Source: an optimization exercise on an open RTL-to-GDS flow (aim: small area and a short achievable clock period). Production flows keep margins and buffers that such runs may drop.
The RTL was checked by simulation tests, not by an equivalence proof against the original design.
Power and IR drop assume default switching activity.

==> flow/design.v, too long to show whole: its modules and the start of the top module <==
// module aigc_seg: 28 lines
// module approx_inverse_gaussian_cdf: 1604 lines
module approx_inverse_gaussian_cdf #(
    parameter int TABLE_ENTRIES = 16,
    parameter int UNIFORM_BITS  = 32
) (
    input  logic                    i_clk,
    input  logic                    i_rst_n,
    input  logic                    start,
    output logic                    busy,
    input  logic [UNIFORM_BITS-1:0] i_uniform,
    output logic                    o_valid,
    output logic signed [30:0]      o_gaussian
);
  // ...
==> flow/flow/run.sh <==
#!/bin/bash
set -euo pipefail
bash standard.sh SETUP_SLACK_MARGIN="${AIGC_SETUP_MARGIN:-6.6}" finish > flow_make.log 2>&1
==> flow/standard.sh <==
#!/bin/bash
# synth_recipe.tcl (not shown) runs the flow's synth.tcl, then flattens the netlist and writes it again
# the make line also repeats each setting of config.mk as NAME=value (left out here)
make -C /OpenROAD-flow-scripts/flow DESIGN_CONFIG=/design/flow/config.mk WORK_HOME=/design/flow/orfs CLKGATE_MAP_FILE= SYNTH_SCRIPT=/design/flow/synth_recipe.tcl "${@:-finish}"
==> flow/config.mk <==
export PLATFORM = sky130hd
export DESIGN_NAME = approx_inverse_gaussian_cdf
export DESIGN_NICKNAME = approx_inverse_gaussian_cdf
export VERILOG_FILES = /design/flow/design.v
export SDC_FILE = /design/flow/constraint.sdc
export NUM_CORES = 4
export LEC_CHECK = 0
export CAP_MARGIN = 20
export CORE_MARGIN = 2
export CORE_UTILIZATION = 40
export CTS_CLUSTER_DIAMETER = 120
export CTS_CLUSTER_SIZE = 20
export SLEW_MARGIN = 20
==> flow/constraint.sdc <==
create_clock -name core_clock -period 10.0 [get_ports {i_clk}]
set_input_delay 2.0000 -clock core_clock [delete_from_list [all_inputs] [get_ports {i_clk}]]
set_output_delay 2.0000 -clock core_clock [all_outputs]
set_load 0.01 [all_outputs]
==> run summary, run 1 <==
- The maximum resistive drop on vdd is 0.1979 mV.
- Along the worst path, the maximum fanout reaches 30.
- For met3 alone, demand over resource in global routing was between 10% and 20%.
- The cell area after placement is 0.02842 mm^2.
- The final-report max-slew violation count is 0.
- The first detailed-routing pass ran for 12 iterations.
- The switching share of total power is 49.12%.
- In the finished design the tool counted flip-flops and latches totalling 303.
- After synthesis, the largest area contributor takes up 22.23% of total cell area.
- The part of the power in combinational logic is between 70% and 80%.
- Summed over all combinational cells, the power is ~0.0066 W.
- The count of non-CTS buffers in the layout is approximately 230.
- The sequential logic power is 0.00196 W.
- The number of placed instances with taps included is 3,668.
- In the final design, more cell area goes to multi-input gates than to any other class.
- Along the worst hold path, the cell count comes to 1.
- The layout cell share with drive strength beyond 1 is 15.99%.
- Once layout is complete, the cells apart from fillers number 3,781.
- The met1 routing resource usage after global routing is between 40% and 50%.
- The largest area contributor in the synthesized netlist is dfxtp_1.
- The number of hold violations in the final report is 0.
- The run finished with no timing, DRC or antenna violations.
- The minimum setup slack among reg-to-reg paths is about 6.6 ns.
- The number of rows created at floorplan is 95.
- Summed over all nets, the half-perimeter wirelength after detailed placement is 73.13 mm.
- The distinct cell type count of the synthesized netlist is 93.
- The power after layout is 0.009369 W.
- The die covers ~0.070 mm^2.
- The net count after synthesis is 3,370.
==> module aigc_seg, before the edit <==
module aigc_seg (
    input  logic [31:0] i_u,
    output logic [29:0] o_r,
    output logic [15:1] o_oh
);
    logic        up;
    logic [30:17] any0, any1, any;    
    assign up = i_u[31];
    always_comb begin
        any0[30] = i_u[30];
        any1[30] = ~i_u[30];
        for (int i = 29; i >= 17; i--) begin
            any0[i] = any0[i+1] | i_u[i];
            any1[i] = any1[i+1] | ~i_u[i];
        end
        any = up ? any1 : any0;
    end
    always_comb begin
        o_r[16:0] = i_u[16:0];
        for (int i = 17; i <= 29; i++) o_r[i] = i_u[i] & any[i+1];
    end
    always_comb begin
        o_oh[1] = up ? ~i_u[30] : i_u[30];
        for (int s = 2; s <= 14; s++)
            o_oh[s] = up ? (~i_u[31-s] & ~any1[32-s]) : (i_u[31-s] & ~any0[32-s]);
        o_oh[15] = ~any[17];
    end
endmodule
==> inputs of run 2 (changes only) <==
--- a/flow/design.v
+++ b/flow/design.v
@@ -1,61 +1,58 @@
 module aigc_seg (
     input  logic [31:0] i_u,
     output logic [29:0] o_r,
     output logic [15:1] o_oh
 );
-    logic        up;
-    logic [30:17] any0, any1, any;    
-    assign up = i_u[31];
+    logic [30:0] v;
+    logic [30:17] any;    
+    assign v = i_u[30:0] ^ {31{i_u[31]}};
     always_comb begin
-        any0[30] = i_u[30];
-        any1[30] = ~i_u[30];
-        for (int i = 29; i >= 17; i--) begin
-            any0[i] = any0[i+1] | i_u[i];
-            any1[i] = any1[i+1] | ~i_u[i];
-        end
-        any = up ? any1 : any0;
+        any[30] = v[30];
+        for (int i = 29; i >= 17; i--) any[i] = any[i+1] | v[i];
     end
     always_comb begin
         o_r[16:0] = i_u[16:0];
         for (int i = 17; i <= 29; i++) o_r[i] = i_u[i] & any[i+1];
     end
     always_comb begin
-        o_oh[1] = up ? ~i_u[30] : i_u[30];
-        for (int s = 2; s <= 14; s++)
-            o_oh[s] = up ? (~i_u[31-s] & ~any1[32-s]) : (i_u[31-s] & ~any0[32-s]);
+        o_oh[1] = v[30];
+        for (int s = 2; s <= 14; s++) o_oh[s] = v[31-s] & ~any[32-s];
         o_oh[15] = ~any[17];
     end
 endmodule
 module approx_inverse_gaussian_cdf #(
     parameter int TABLE_ENTRIES = 16,
     parameter int UNIFORM_BITS  = 32
 ) (
     input  logic                    i_clk,
     input  logic                    i_rst_n,
     input  logic                    start,
     output logic                    busy,
     input  logic [UNIFORM_BITS-1:0] i_uniform,
     output logic                    o_valid,
     output logic signed [30:0]      o_gaussian
 );
-    localparam int LAT = 3;
+    localparam int LAT = 4;
     assign busy = 1'b0;
     logic [29:0] w_r, r;
     logic [15:1] w_oh, oh;
     logic        up;
     aigc_seg u_seg (
         .i_u  (i_uniform),
         .o_r  (w_r),
         .o_oh (w_oh)
     );
-    assign r  = w_r;
-    assign oh = w_oh;
-    assign up = i_uniform[31];
+    logic [29:0] q_r;
+    logic [15:1] q_oh;
+    logic        q_up;
+    assign r  = q_r;
+    assign oh = q_oh;
+    assign up = q_up;
     logic [30:0] w_c1, c1, q_c1;
     logic [32:0] w_c3, c3, q_c3;
     assign w_c1 = ({31{oh[1]}} & 31'h2ac4d)
         | ({31{oh[2]}} & 31'h3c4ec)
         | ({31{oh[3]}} & 31'h6127a)
         | ({31{oh[4]}} & 31'ha63c2)
         | ({31{oh[5]}} & 31'h12660b)
         | ({31{oh[6]}} & 31'h214fbf)
@@ -87,17 +84,18 @@
     assign c3 = q_c3;
     logic [51:0] kk;
     logic zz, w_zz;
     logic [29:17] w_ord;
     always_comb begin
         for (int i = 17; i <= 29; i++) w_ord[i] = i_uniform[i+1] | ~i_uniform[i];
     end
     assign w_zz = i_uniform[31] ? ((i_uniform[16:0] == 17'd0) & (&w_ord)) : (i_uniform[30:0] == 31'd0);
-    assign zz = w_zz;
+    logic q_zz;
+    assign zz = q_zz;
     logic [15:1] q_koh;
     logic        q_kup, q_kz;
     logic [51:0] kl, ku, kp;
     assign kl = ({52{q_koh[1]}} & 52'hcb2c740100000)
         | ({52{q_koh[2]}} & 52'hc39e780100000)
         | ({52{q_koh[3]}} & 52'hbd76ba0100000)
         | ({52{q_koh[4]}} & 52'hb82f410100000)
         | ({52{q_koh[5]}} & 52'hb381b2c100000)
@@ -1405,20 +1403,336 @@
     assign c616 = (q_t139 & q_t140) | (q_t139 & q_t141) | (q_t140 & q_t141);
     assign s617 = q_t142 ^ q_t143 ^ q_t144;
     assign c618 = (q_t142 & q_t143) | (q_t142 & q_t144) | (q_t143 & q_t144);
     assign s619 = q_t145 ^ q_t146;
     assign c620 = q_t145 & q_t146;
     logic [51:0] fa_a, fa_b, fa_s;
     assign fa_a = {q_t148, c620, c618, c616, c614, c612, c610, c608, c606, c604, c602, c600, c598, c596, c594, c592, c590, c588, c586, c584, c582, c580, c578, c576, c574, c572, c570, c568, c566, c564, c562, c560, c558, c556, c554, c552, c550, c548, c546, c544, c542, c540, c538, c536, c534, c532, c530, c528, c526, c524, c522, s521};
     assign fa_b = {1'b0, q_t147, s619, s617, s615, s613, s611, s609, s607, s605, s603, s601, s599, s597, s595, s593, s591, s589, s587, s585, s583, s581, s579, s577, s575, s573, s571, s569, s567, s565, s563, s561, s559, s557, s555, s553, s551, s549, s547, s545, s543, s541, s539, s537, s535, s533, s531, s529, s527, s525, s523, q_t2};
-    assign fa_s = fa_a + fa_b;
+    logic [51:0] ag, ap;
+    assign ag = fa_a & fa_b;
+    assign ap = fa_a ^ fa_b;
+    logic bg_1_0;
+    assign bg_1_0 = ag[1] | (ap[1] & ag[0]);
+    logic bg_3_2;
+    assign bg_3_2 = ag[3] | (ap[3] & ag[2]);
+    logic bp_3_2;
+    assign bp_3_2 = ap[3] & ap[2];
+    logic bg_5_4;
+    assign bg_5_4 = ag[5] | (ap[5] & ag[4]);
+    logic bp_5_4;
+    assign bp_5_4 = ap[5] & ap[4];
+    logic bg_7_6;
+    assign bg_7_6 = ag[7] | (ap[7] & ag[6]);
+    logic bp_7_6;
+    assign bp_7_6 = ap[7] & ap[6];
+    logic bg_9_8;
+    assign bg_9_8 = ag[9] | (ap[9] & ag[8]);
+    logic bp_9_8;
+    assign bp_9_8 = ap[9] & ap[8];
+    logic bg_11_10;
+    assign bg_11_10 = ag[11] | (ap[11] & ag[10]);
+    logic bp_11_10;
+    assign bp_11_10 = ap[11] & ap[10];
+    logic bg_13_12;
+    assign bg_13_12 = ag[13] | (ap[13] & ag[12]);
+    logic bp_13_12;
+    assign bp_13_12 = ap[13] & ap[12];
+    logic bg_15_14;
+    assign bg_15_14 = ag[15] | (ap[15] & ag[14]);
+    logic bp_15_14;
+    assign bp_15_14 = ap[15] & ap[14];
+    logic bg_17_16;
+    assign bg_17_16 = ag[17] | (ap[17] & ag[16]);
+    logic bp_17_16;
+    assign bp_17_16 = ap[17] & ap[16];
+    logic bg_19_18;
+    assign bg_19_18 = ag[19] | (ap[19] & ag[18]);
+    logic bp_19_18;
+    assign bp_19_18 = ap[19] & ap[18];
+    logic bg_21_20;
+    assign bg_21_20 = ag[21] | (ap[21] & ag[20]);
+    logic bp_21_20;
+    assign bp_21_20 = ap[21] & ap[20];
+    logic bg_23_22;
+    assign bg_23_22 = ag[23] | (ap[23] & ag[22]);
+    logic bp_23_22;
+    assign bp_23_22 = ap[23] & ap[22];
+    logic bg_25_24;
+    assign bg_25_24 = ag[25] | (ap[25] & ag[24]);
+    logic bp_25_24;
+    assign bp_25_24 = ap[25] & ap[24];
+    logic bg_27_26;
+    assign bg_27_26 = ag[27] | (ap[27] & ag[26]);
+    logic bp_27_26;
+    assign bp_27_26 = ap[27] & ap[26];
+    logic bg_29_28;
+    assign bg_29_28 = ag[29] | (ap[29] & ag[28]);
+    logic bp_29_28;
+    assign bp_29_28 = ap[29] & ap[28];
+    logic bg_31_30;
+    assign bg_31_30 = ag[31] | (ap[31] & ag[30]);
+    logic bp_31_30;
+    assign bp_31_30 = ap[31] & ap[30];
+    logic bg_33_32;
+    assign bg_33_32 = ag[33] | (ap[33] & ag[32]);
+    logic bp_33_32;
+    assign bp_33_32 = ap[33] & ap[32];
+    logic bg_35_34;
+    assign bg_35_34 = ag[35] | (ap[35] & ag[34]);
+    logic bp_35_34;
+    assign bp_35_34 = ap[35] & ap[34];
+    logic bg_37_36;
+    assign bg_37_36 = ag[37] | (ap[37] & ag[36]);
+    logic bp_37_36;
+    assign bp_37_36 = ap[37] & ap[36];
+    logic bg_39_38;
+    assign bg_39_38 = ag[39] | (ap[39] & ag[38]);
+    logic bp_39_38;
+    assign bp_39_38 = ap[39] & ap[38];
+    logic bg_41_40;
+    assign bg_41_40 = ag[41] | (ap[41] & ag[40]);
+    logic bp_41_40;
+    assign bp_41_40 = ap[41] & ap[40];
+    logic bg_43_42;
+    assign bg_43_42 = ag[43] | (ap[43] & ag[42]);
+    logic bp_43_42;
+    assign bp_43_42 = ap[43] & ap[42];
+    logic bg_45_44;
+    assign bg_45_44 = ag[45] | (ap[45] & ag[44]);
+    logic bp_45_44;
+    assign bp_45_44 = ap[45] & ap[44];
+    logic bg_47_46;
+    assign bg_47_46 = ag[47] | (ap[47] & ag[46]);
+    logic bp_47_46;
+    assign bp_47_46 = ap[47] & ap[46];
+    logic bg_49_48;
+    assign bg_49_48 = ag[49] | (ap[49] & ag[48]);
+    logic bp_49_48;
+    assign bp_49_48 = ap[49] & ap[48];
+    logic bg_51_50;
+    assign bg_51_50 = ag[51] | (ap[51] & ag[50]);
+    logic bp_51_50;
+    assign bp_51_50 = ap[51] & ap[50];
+    logic bg_3_0;
+    assign bg_3_0 = bg_3_2 | (bp_3_2 & bg_1_0);
+    logic bg_7_4;
+    assign bg_7_4 = bg_7_6 | (bp_7_6 & bg_5_4);
+    logic bp_7_4;
+    assign bp_7_4 = bp_7_6 & bp_5_4;
+    logic bg_11_8;
+    assign bg_11_8 = bg_11_10 | (bp_11_10 & bg_9_8);
+    logic bp_11_8;
+    assign bp_11_8 = bp_11_10 & bp_9_8;
+    logic bg_15_12;
+    assign bg_15_12 = bg_15_14 | (bp_15_14 & bg_13_12);
+    logic bp_15_12;
+    assign bp_15_12 = bp_15_14 & bp_13_12;
+    logic bg_19_16;
+    assign bg_19_16 = bg_19_18 | (bp_19_18 & bg_17_16);
+    logic bp_19_16;
+    assign bp_19_16 = bp_19_18 & bp_17_16;
+    logic bg_23_20;
+    assign bg_23_20 = bg_23_22 | (bp_23_22 & bg_21_20);
+    logic bp_23_20;
+    assign bp_23_20 = bp_23_22 & bp_21_20;
+    logic bg_27_24;
+    assign bg_27_24 = bg_27_26 | (bp_27_26 & bg_25_24);
+    logic bp_27_24;
+    assign bp_27_24 = bp_27_26 & bp_25_24;
+    logic bg_31_28;
+    assign bg_31_28 = bg_31_30 | (bp_31_30 & bg_29_28);
+    logic bp_31_28;
+    assign bp_31_28 = bp_31_30 & bp_29_28;
+    logic bg_35_32;
+    assign bg_35_32 = bg_35_34 | (bp_35_34 & bg_33_32);
+    logic bp_35_32;
+    assign bp_35_32 = bp_35_34 & bp_33_32;
+    logic bg_39_36;
+    assign bg_39_36 = bg_39_38 | (bp_39_38 & bg_37_36);
+    logic bp_39_36;
+    assign bp_39_36 = bp_39_38 & bp_37_36;
+    logic bg_43_40;
+    assign bg_43_40 = bg_43_42 | (bp_43_42 & bg_41_40);
+    logic bp_43_40;
+    assign bp_43_40 = bp_43_42 & bp_41_40;
+    logic bg_47_44;
+    assign bg_47_44 = bg_47_46 | (bp_47_46 & bg_45_44);
+    logic bp_47_44;
+    assign bp_47_44 = bp_47_46 & bp_45_44;
+    logic bg_51_48;
+    assign bg_51_48 = bg_51_50 | (bp_51_50 & bg_49_48);
+    logic bp_51_48;
+    assign bp_51_48 = bp_51_50 & bp_49_48;
+    logic bg_7_0;
+    assign bg_7_0 = bg_7_4 | (bp_7_4 & bg_3_0);
+    logic bg_15_8;
+    assign bg_15_8 = bg_15_12 | (bp_15_12 & bg_11_8);
+    logic bp_15_8;
+    assign bp_15_8 = bp_15_12 & bp_11_8;
+    logic bg_23_16;
+    assign bg_23_16 = bg_23_20 | (bp_23_20 & bg_19_16);
+    logic bp_23_16;
+    assign bp_23_16 = bp_23_20 & bp_19_16;
+    logic bg_31_24;
+    assign bg_31_24 = bg_31_28 | (bp_31_28 & bg_27_24);
+    logic bp_31_24;
+    assign bp_31_24 = bp_31_28 & bp_27_24;
+    logic bg_39_32;
+    assign bg_39_32 = bg_39_36 | (bp_39_36 & bg_35_32);
+    logic bp_39_32;
+    assign bp_39_32 = bp_39_36 & bp_35_32;
+    logic bg_47_40;
+    assign bg_47_40 = bg_47_44 | (bp_47_44 & bg_43_40);
+    logic bp_47_40;
+    assign bp_47_40 = bp_47_44 & bp_43_40;
+    logic bg_15_0;
+    assign bg_15_0 = bg_15_8 | (bp_15_8 & bg_7_0);
+    logic bg_31_16;
+    assign bg_31_16 = bg_31_24 | (bp_31_24 & bg_23_16);
+    logic bp_31_16;
+    assign bp_31_16 = bp_31_24 & bp_23_16;
+    logic bg_47_32;
+    assign bg_47_32 = bg_47_40 | (bp_47_40 & bg_39_32);
+    logic bp_47_32;
+    assign bp_47_32 = bp_47_40 & bp_39_32;
+    logic bg_31_0;
+    assign bg_31_0 = bg_31_16 | (bp_31_16 & bg_15_0);
+    logic bg_47_0;
+    assign bg_47_0 = bg_47_32 | (bp_47_32 & bg_31_0);
+    logic bg_23_0;
+    assign bg_23_0 = bg_23_16 | (bp_23_16 & bg_15_0);
+    logic bg_39_0;
+    assign bg_39_0 = bg_39_32 | (bp_39_32 & bg_31_0);
+    logic bg_11_0;
+    assign bg_11_0 = bg_11_8 | (bp_11_8 & bg_7_0);
+    logic bg_19_0;
+    assign bg_19_0 = bg_19_16 | (bp_19_16 & bg_15_0);
+    logic bg_27_0;
+    assign bg_27_0 = bg_27_24 | (bp_27_24 & bg_23_0);
+    logic bg_35_0;
+    assign bg_35_0 = bg_35_32 | (bp_35_32 & bg_31_0);
+    logic bg_43_0;
+    assign bg_43_0 = bg_43_40 | (bp_43_40 & bg_39_0);
+    logic bg_51_0;
+    assign bg_51_0 = bg_51_48 | (bp_51_48 & bg_47_0);
+    logic bg_5_0;
+    assign bg_5_0 = bg_5_4 | (bp_5_4 & bg_3_0);
+    logic bg_9_0;
+    assign bg_9_0 = bg_9_8 | (bp_9_8 & bg_7_0);
+    logic bg_13_0;
+    assign bg_13_0 = bg_13_12 | (bp_13_12 & bg_11_0);
+    logic bg_17_0;
+    assign bg_17_0 = bg_17_16 | (bp_17_16 & bg_15_0);
+    logic bg_21_0;
+    assign bg_21_0 = bg_21_20 | (bp_21_20 & bg_19_0);
+    logic bg_25_0;
+    assign bg_25_0 = bg_25_24 | (bp_25_24 & bg_23_0);
+    logic bg_29_0;
+    assign bg_29_0 = bg_29_28 | (bp_29_28 & bg_27_0);
+    logic bg_33_0;
+    assign bg_33_0 = bg_33_32 | (bp_33_32 & bg_31_0);
+    logic bg_37_0;
+    assign bg_37_0 = bg_37_36 | (bp_37_36 & bg_35_0);
+    logic bg_41_0;
+    assign bg_41_0 = bg_41_40 | (bp_41_40 & bg_39_0);
+    logic bg_45_0;
+    assign bg_45_0 = bg_45_44 | (bp_45_44 & bg_43_0);
+    logic bg_49_0;
+    assign bg_49_0 = bg_49_48 | (bp_49_48 & bg_47_0);
+    logic bg_2_0;
+    assign bg_2_0 = ag[2] | (ap[2] & bg_1_0);
+    logic bg_4_0;
+    assign bg_4_0 = ag[4] | (ap[4] & bg_3_0);
+    logic bg_6_0;
+    assign bg_6_0 = ag[6] | (ap[6] & bg_5_0);
+    logic bg_8_0;
+    assign bg_8_0 = ag[8] | (ap[8] & bg_7_0);
+    logic bg_10_0;
+    assign bg_10_0 = ag[10] | (ap[10] & bg_9_0);
+    logic bg_12_0;
+    assign bg_12_0 = ag[12] | (ap[12] & bg_11_0);
+    logic bg_14_0;
+    assign bg_14_0 = ag[14] | (ap[14] & bg_13_0);
+    logic bg_16_0;
+    assign bg_16_0 = ag[16] | (ap[16] & bg_15_0);
+    logic bg_18_0;
+    assign bg_18_0 = ag[18] | (ap[18] & bg_17_0);
+    logic bg_20_0;
+    assign bg_20_0 = ag[20] | (ap[20] & bg_19_0);
+    logic bg_22_0;
+    assign bg_22_0 = ag[22] | (ap[22] & bg_21_0);
+    logic bg_24_0;
+    assign bg_24_0 = ag[24] | (ap[24] & bg_23_0);
+    logic bg_26_0;
+    assign bg_26_0 = ag[26] | (ap[26] & bg_25_0);
+    logic bg_28_0;
+    assign bg_28_0 = ag[28] | (ap[28] & bg_27_0);
+    logic bg_30_0;
+    assign bg_30_0 = ag[30] | (ap[30] & bg_29_0);
+    logic bg_32_0;
+    assign bg_32_0 = ag[32] | (ap[32] & bg_31_0);
+    logic bg_34_0;
+    assign bg_34_0 = ag[34] | (ap[34] & bg_33_0);
+    logic bg_36_0;
+    assign bg_36_0 = ag[36] | (ap[36] & bg_35_0);
+    logic bg_38_0;
+    assign bg_38_0 = ag[38] | (ap[38] & bg_37_0);
+    logic bg_40_0;
+    assign bg_40_0 = ag[40] | (ap[40] & bg_39_0);
+    logic bg_42_0;
+    assign bg_42_0 = ag[42] | (ap[42] & bg_41_0);
+    logic bg_44_0;
+    assign bg_44_0 = ag[44] | (ap[44] & bg_43_0);
+    logic bg_46_0;
+    assign bg_46_0 = ag[46] | (ap[46] & bg_45_0);
+    logic bg_48_0;
+    assign bg_48_0 = ag[48] | (ap[48] & bg_47_0);
+    logic bg_50_0;
+    assign bg_50_0 = ag[50] | (ap[50] & bg_49_0);
+    assign fa_s[21] = ap[21] ^ bg_20_0;
+    assign fa_s[22] = ap[22] ^ bg_21_0;
+    assign fa_s[23] = ap[23] ^ bg_22_0;
+    assign fa_s[24] = ap[24] ^ bg_23_0;
+    assign fa_s[25] = ap[25] ^ bg_24_0;
+    assign fa_s[26] = ap[26] ^ bg_25_0;
+    assign fa_s[27] = ap[27] ^ bg_26_0;
+    assign fa_s[28] = ap[28] ^ bg_27_0;
+    assign fa_s[29] = ap[29] ^ bg_28_0;
+    assign fa_s[30] = ap[30] ^ bg_29_0;
+    assign fa_s[31] = ap[31] ^ bg_30_0;
+    assign fa_s[32] = ap[32] ^ bg_31_0;
+    assign fa_s[33] = ap[33] ^ bg_32_0;
+    assign fa_s[34] = ap[34] ^ bg_33_0;
+    assign fa_s[35] = ap[35] ^ bg_34_0;
+    assign fa_s[36] = ap[36] ^ bg_35_0;
+    assign fa_s[37] = ap[37] ^ bg_36_0;
+    assign fa_s[38] = ap[38] ^ bg_37_0;
+    assign fa_s[39] = ap[39] ^ bg_38_0;
+    assign fa_s[40] = ap[40] ^ bg_39_0;
+    assign fa_s[41] = ap[41] ^ bg_40_0;
+    assign fa_s[42] = ap[42] ^ bg_41_0;
+    assign fa_s[43] = ap[43] ^ bg_42_0;
+    assign fa_s[44] = ap[44] ^ bg_43_0;
+    assign fa_s[45] = ap[45] ^ bg_44_0;
+    assign fa_s[46] = ap[46] ^ bg_45_0;
+    assign fa_s[47] = ap[47] ^ bg_46_0;
+    assign fa_s[48] = ap[48] ^ bg_47_0;
+    assign fa_s[49] = ap[49] ^ bg_48_0;
+    assign fa_s[50] = ap[50] ^ bg_49_0;
+    assign fa_s[51] = ap[51] ^ bg_50_0;
+    assign fa_s[20:0] = '0;
     always_ff @(posedge i_clk) begin
+        q_r <= w_r;
+        q_oh <= w_oh;
+        q_up <= i_uniform[31];
         q_c1 <= w_c1;
         q_c3 <= w_c3;
+        q_zz <= w_zz;
         q_koh <= oh;
         q_kup <= up;
         q_kz <= zz;
         q_bn0 <= e_n0;
         q_bo0 <= e_o0;
         q_bw0 <= e_w0;
         q_bt0 <= e_t0;
         q_bf0 <= e_f0;
==> flow/flow/run.sh (replaced) <==
#!/bin/bash
set -euo pipefail
bash standard.sh SETUP_SLACK_MARGIN="${AIGC_SETUP_MARGIN:-7}" finish > flow_make.log 2>&1
==> flow/config.mk (replaced) <==
export PLATFORM = sky130hd
export DESIGN_NAME = approx_inverse_gaussian_cdf
export DESIGN_NICKNAME = approx_inverse_gaussian_cdf
export VERILOG_FILES = /design/flow/design.v
export SDC_FILE = /design/flow/constraint.sdc
export NUM_CORES = 4
export LEC_CHECK = 0
export CAP_MARGIN = 20
export CORE_MARGIN = 2
export CORE_UTILIZATION = 40
export SLEW_MARGIN = 20
==> run summary, run 2 <==
- The leakage power came to 14.48 nW (was 12.81 nW).
- The height of the die is 264.9 um (was 265.2 um).
- The register with the most flip-flops in the final layout is o_gaussian.
- The cell area after placement came to 0.02878 mm^2 (was 0.02842 mm^2).
- The worst hold-check path type was reg2reg (unchanged).
- The total of fill cells in the finished design is 5,855 (was 6,330).
- The worst-path maximum fanout is 4 (was 30).
- The pin slew with the least headroom to its limit came to 0.8304 ns (was 1.027 ns).
- The register with the most flip-flops in the layout has 31 of them.
- The instance count of the mapped netlist was 2,869 (was 2,974).
- The layout cell share with drive strength beyond 1 is 31.07% (was 15.99%).
- The effective utilization at floorplan came to 40.46% (was 40.49%).
- The number of antenna repair diodes came to 0 (unchanged).
- The clock insertion delay at the later pin of the skew report came to 0.62 ns (was 0.58 ns).
- The count of antenna-violating nets left after detailed routing is 0 (unchanged).
- Cell types with the highest counts after synthesis: dfxtp_1 (351), inv_1 (328), fa_1 (284), clkbuf_1 (260), xnor2_1 (259) (was dfxtp_1 (303), fa_1 (269), inv_1 (265), xnor2_1 (263), clkbuf_1 (259)).
- The count of final setup violators is 0 (unchanged).
- The endpoint of the worst-slack reg-to-reg timing path is o_gaussian[30] (was q_t92).
- The area of the core region was 0.06728 mm^2 (was 0.06740 mm^2).
- The number of buffers created by CTS is 42 (was 19).
- The overall track demand over capacity in global routing is 30.23% (was 31.37%).
- The maximum resistive drop on vdd is 0.1735 mV (was 0.1979 mV).
- The number of rows created at floorplan came to 95 (unchanged).
- The path depth of the worst reg2reg path is 15 (was 9).
- The timing-limited maximum frequency came to 290.9 MHz (was 289.9 MHz).
- The summed negative setup slack over all endpoints is 0 ns (unchanged).
- The worst endpoint required time is 10.48 ns (was 10.44 ns).
- The netlist area before placement is 0.02722 mm^2 (was 0.02729 mm^2).
- The data arrival time of the critical path is 3.92 ns (was 3.89 ns).
- The post-CTS clock slew at the launch and capture registers of the worst setup and hold paths is 0.05 ns (was 0.08 ns).
- The final weighted congestion in routability-driven placement is 0.9301 (was 0.9928).
- Outcome: timing/DRC/antenna clean (unchanged).
- The layout net count is 3,360 (was 3,301).
- The clock root buffer is clkbuf_16 (unchanged).
- The net count after synthesis came to 3,276 (was 3,370).
- The clock skew after layout is 0.03527 ns (was 0.02944 ns).
- The minimum setup slack among reg-to-reg paths is 6.56 ns (was 6.55 ns).
- The number of port buffers is 66 (unchanged).
- The largest area contributor in the synthesized netlist is dfxtp_1 (unchanged).
- The final routed DRC violation total is 0 (unchanged).
- The minimum period implied by the final worst setup slack is 3.437 ns (was 3.450 ns).
- The width of the chip is 264.9 um (was 265.2 um).
- The mux contribution to synthesized area was 0.1103% (was 0.1880%).
- The sum of routed wire segments on met1 is 40.68 mm (was 44.96 mm).
- The maximum number of pins on one net before global-route repair is 36 (was 41).
- The primary flip-flop cell chosen by synthesis mapping was dfxtp_1 (unchanged).
- The kind of end point of the critical path is a flop (unchanged).
- The wire length of the first global-routing pass was 159.0 mm (was 165.0 mm).
- The max-capacitance violation count is 0 (unchanged).
- The distinct cell type count of the synthesized netlist is 77 (was 93).
- The detailed-routed wire length on met2 is 44.23 mm (was 44.89 mm).
- The die area is 0.07015 mm^2 (was 0.07033 mm^2).
- The count of warnings emitted by yosys was 2 (unchanged).
- The portion of the clock cycle consumed by the worst path in the final layout is 34.37% (was 34.50%).
- The core occupancy in the finished layout is 52.38% (was 46.67%).
- The combined flip-flop and latch cell area is 0.007264 mm^2 (was 0.006227 mm^2).
- The number of hold violations in the final report is 0 (unchanged).
- The most common cell after layout, fill and taps aside is inv_1 (was xnor2_1).
- The leftover overflow at the end of global routing is 0 (unchanged).
- The final-report max-slew violation count is 0 (unchanged).
- The launching point of the worst reg2reg path is q_t49 (was q_bo5).
- The placed wire-length estimate was 66.62 mm (was 73.13 mm).
- The start point of the worst hold path is q_up (was q_t148).
- The area share of xor/xnor cells in the synthesized design is 10.88% (was 10.91%).
- The area added between synthesis and finish came to 29.49% (was 15.25%).
- The total number of vias was 24,802 (was 25,475).
- The dominant combinational cell family by area after synthesis is adder cells (was compound AO/OA/AOI/OAI gates).
- The worst slew margin relative to its limit is 44.57% (was 29.79%).
- The count of hold-fix buffers inserted at cts is 0 (unchanged).
- The share of synthesized flip-flops with an asynchronous set or reset is 0% (unchanged).
- The critical path class is reg2reg (unchanged).
- The number of clock sinks is 351 (was 303).
- The leading cell type by number of instances after synthesis is dfxtp_1 (unchanged).
- Unrepaired setup endpoints after global routing: yes (unchanged).
- The number of H-tree branching levels was 2 (was 1).
- Highest-count cells in the layout ignoring fill and taps: inv_1 (258), dfxtp_1 (257), a22o_1 (242) (was xnor2_1 (259), inv_1 (253), fa_1 (251)).
- The wire length on met3 is 16.07 mm (was 17.93 mm).
- The startpoint class of the critical path is a flop (unchanged).
- The number of DRC markers after the initial detailed-route iteration is 4,015 (was 4,208).
- The simple-gate share of the synthesized area came to 8.380% (was 10.13%).
- The number of ports placed on the die boundary is 68 (unchanged).
- The total length of routed wires is 110.2 mm (was 116.0 mm).
- The average wire per cell in the routed design is 28.57 um (was 30.67 um).
- The adder and majority cell fraction of the synthesized area was 25.02% (was 24.03%).
- The area fraction in compound gates after synthesis is 20.99% (was 24.21%).
- Most area-consuming cells after synthesis: dfxtp_1 (26%), fa_1 (21%), xnor2_1 (8.3%), a221oi_1 (7.9%), a22o_1 (7.9%) (was dfxtp_1 (22%), fa_1 (20%), xnor2_1 (8.4%), a221oi_1 (7.9%), a22o_1 (7.9%)).
- The maximum clock path buffer count is 3 (unchanged).
- The combined area of the multi-input logic cells came to 0.02008 mm^2 (was 0.01981 mm^2).
- The TritonCTS clock tree is built (unchanged).
- The number of enable-type register cells in the synthesized netlist was 0 (unchanged).
- The sink of the worst hold path was q_kup (was o_gaussian[30]).
- The post-route cell area is 0.03524 mm^2 (was 0.03145 mm^2).
- The register bit count reported by yosys is 351 (was 303).
- The cell depth of the worst hold path is 0 (was 1).
- The top layer reached by signal wires was met5 (unchanged).
- The detail-routed via count per cell came to 6.430 (was 6.738).
- The fraction of post-synthesis cell area in the top cell type by area is 25.82% (was 22.23%).
- The number of antenna violations at the first check in global routing is 3 (was 9).
- The via count of the first global-routing pass is 24,329 (was 24,474).
- The register area share after synthesis was 25.82% (was 22.23%).
- The iteration count of the initial detailed-routing pass is 8 (was 12).
- The average footprint of a synthesized cell is 9.487 um^2 (was 9.176 um^2).
- The power density over the cells is 275.4 mW/mm^2 (was 297.9 mW/mm^2).
[run 2: worst max-delay path by stage]
| stage | startpoint | to | slack [ns] | cells past startpoint |
|---|---|---|---|---|
| after floorplan | i_uniform[30] | q_r[17] | 6.74 | 6 |
| after global placement | i_uniform[31] | q_r[17] | 5.42 | 8 |
| after detailed placement | i_uniform[31] | q_r[17] | 5.39 | 8 |
| after CTS | q_t49 | o_gaussian[30] | 6.48 | 14 |
| after global routing | q_t49 | o_gaussian[30] | 6.35 | 15 |
| final | q_t49 | o_gaussian[30] | 6.56 | 15 |
[run 2: through the flow]
stage	power, W	hold WS (ns)	setup WS [ns]	std cells
3_5_place_dp	0.007188	0.3128	5.388	3567
6_report	0.009707	0.3239	6.563	3857
2_1_floorplan	0.005550	0.3096	6.742	2869
3_3_place_gp	0.007019	0.3165	5.424	3567
5_1_grt	0.01058	0.3290	6.348	3857
4_1_cts	0.009224	0.3242	6.481	3785
[run 2: power breakdown]
group,internal (W),switching (W),total (W),leakage (nW)
sequential,0.00190,0.000301,0.00220,2.97
clock,0.000880,0.000624,0.00150,0.645
combinational,0.00272,0.00329,0.00600,10.9
[run 2: cell type report]
class / instances / area share [%]
multi-input cells: 1882 / 56.98
flip-flops and latches: 351 / 20.61
inverters: 333 / 3.657
repair buffers: 342 / 11.80
well taps: 873 / 3.099
repair inverters: 1 / 0.02130
clock inverters: 15 / 0.6000
clock buffers: 60 / 3.231
[run 2: worst max-delay path, cell delays in order, from the launching register on]
cell and delay, ns:
dfxtp_2 0.32, inv_2 0.03, fa_1 0.54, inv_2 0.05, ha_4 0.26, nand4_1 0.17, buf_4 0.21, nor3_4 0.18
o21ai_2 0.11, buf_12 0.16, a311oi_4 0.33, nor2_4 0.13, nor3_4 0.16, o41ai_2 0.13, fa_1 0.41, xnor2_1 0.13
[run 2: cell families (layout without fill, tap and decap cells)]
kind of cell             Yosys count  after routing
AO/OA/AOI/OAI                    711            711
flip-flops                       351            351
multiplexers                       3              3
XOR/XNOR                         338            338
buffers and inverters            636            751
AND/OR/NAND/NOR                  455            455
other                              1              1
adder cells (fa/ha/maj)          374            374
[run 2: metal layers]
metal	track usage (%)	up-vias
met2	43.53	2077
met1	37.87	11846
met4	17.47	2
met3	12.63	684
met5	0	-
li1	-	10193
[run 2: timing repair]
| item | CTS | global route |
|---|---|---|
| buffers inserted | 117 | 69 |
| setup endpoints to repair | 193 | 139 |
| pin swaps | 159 | 156 |
| endpoints found under the hold margin | 0 | 0 |
| gates cloned | 26 | 3 |
| resized for setup | 651 | 239 |

## what the ideal ports hide
In the flow no input, the clock included, has a driving cell. The finished layouts below were timed again as built, in two steps.
Step 1: set_driving_cell puts a clkbuf_16 on i_clk and a buf_2 on each other input, an assumption about the parent block.
Step 2 moves the port delays by t, midway between the first and last clock arrival at a register: inputs arrive t later, outputs are due t later. That takes back most of the time a late clock gives input paths.
Slacks: no drivers / after step 1 / after step 2; pairs: no drivers / after step 1.
run	t, ns	setup slack, ns	worst hold slack (ns)	worst setup path after step 2	clock arrival spread, ns
run 1	0.628	6.550 / 6.550 / 5.957	0.430 / 0.430 / 0.430	input to register	0.029 / 0.030
run 2	0.665	6.563 / 6.563 / 6.409	0.324 / 0.324 / 0.324	input to register	0.036 / 0.037
After both steps every run listed still meets setup and hold. For run 1, which loses most, drivers alone change the setup slack by 0.000 ns; drivers and shift together by -0.593 ns.
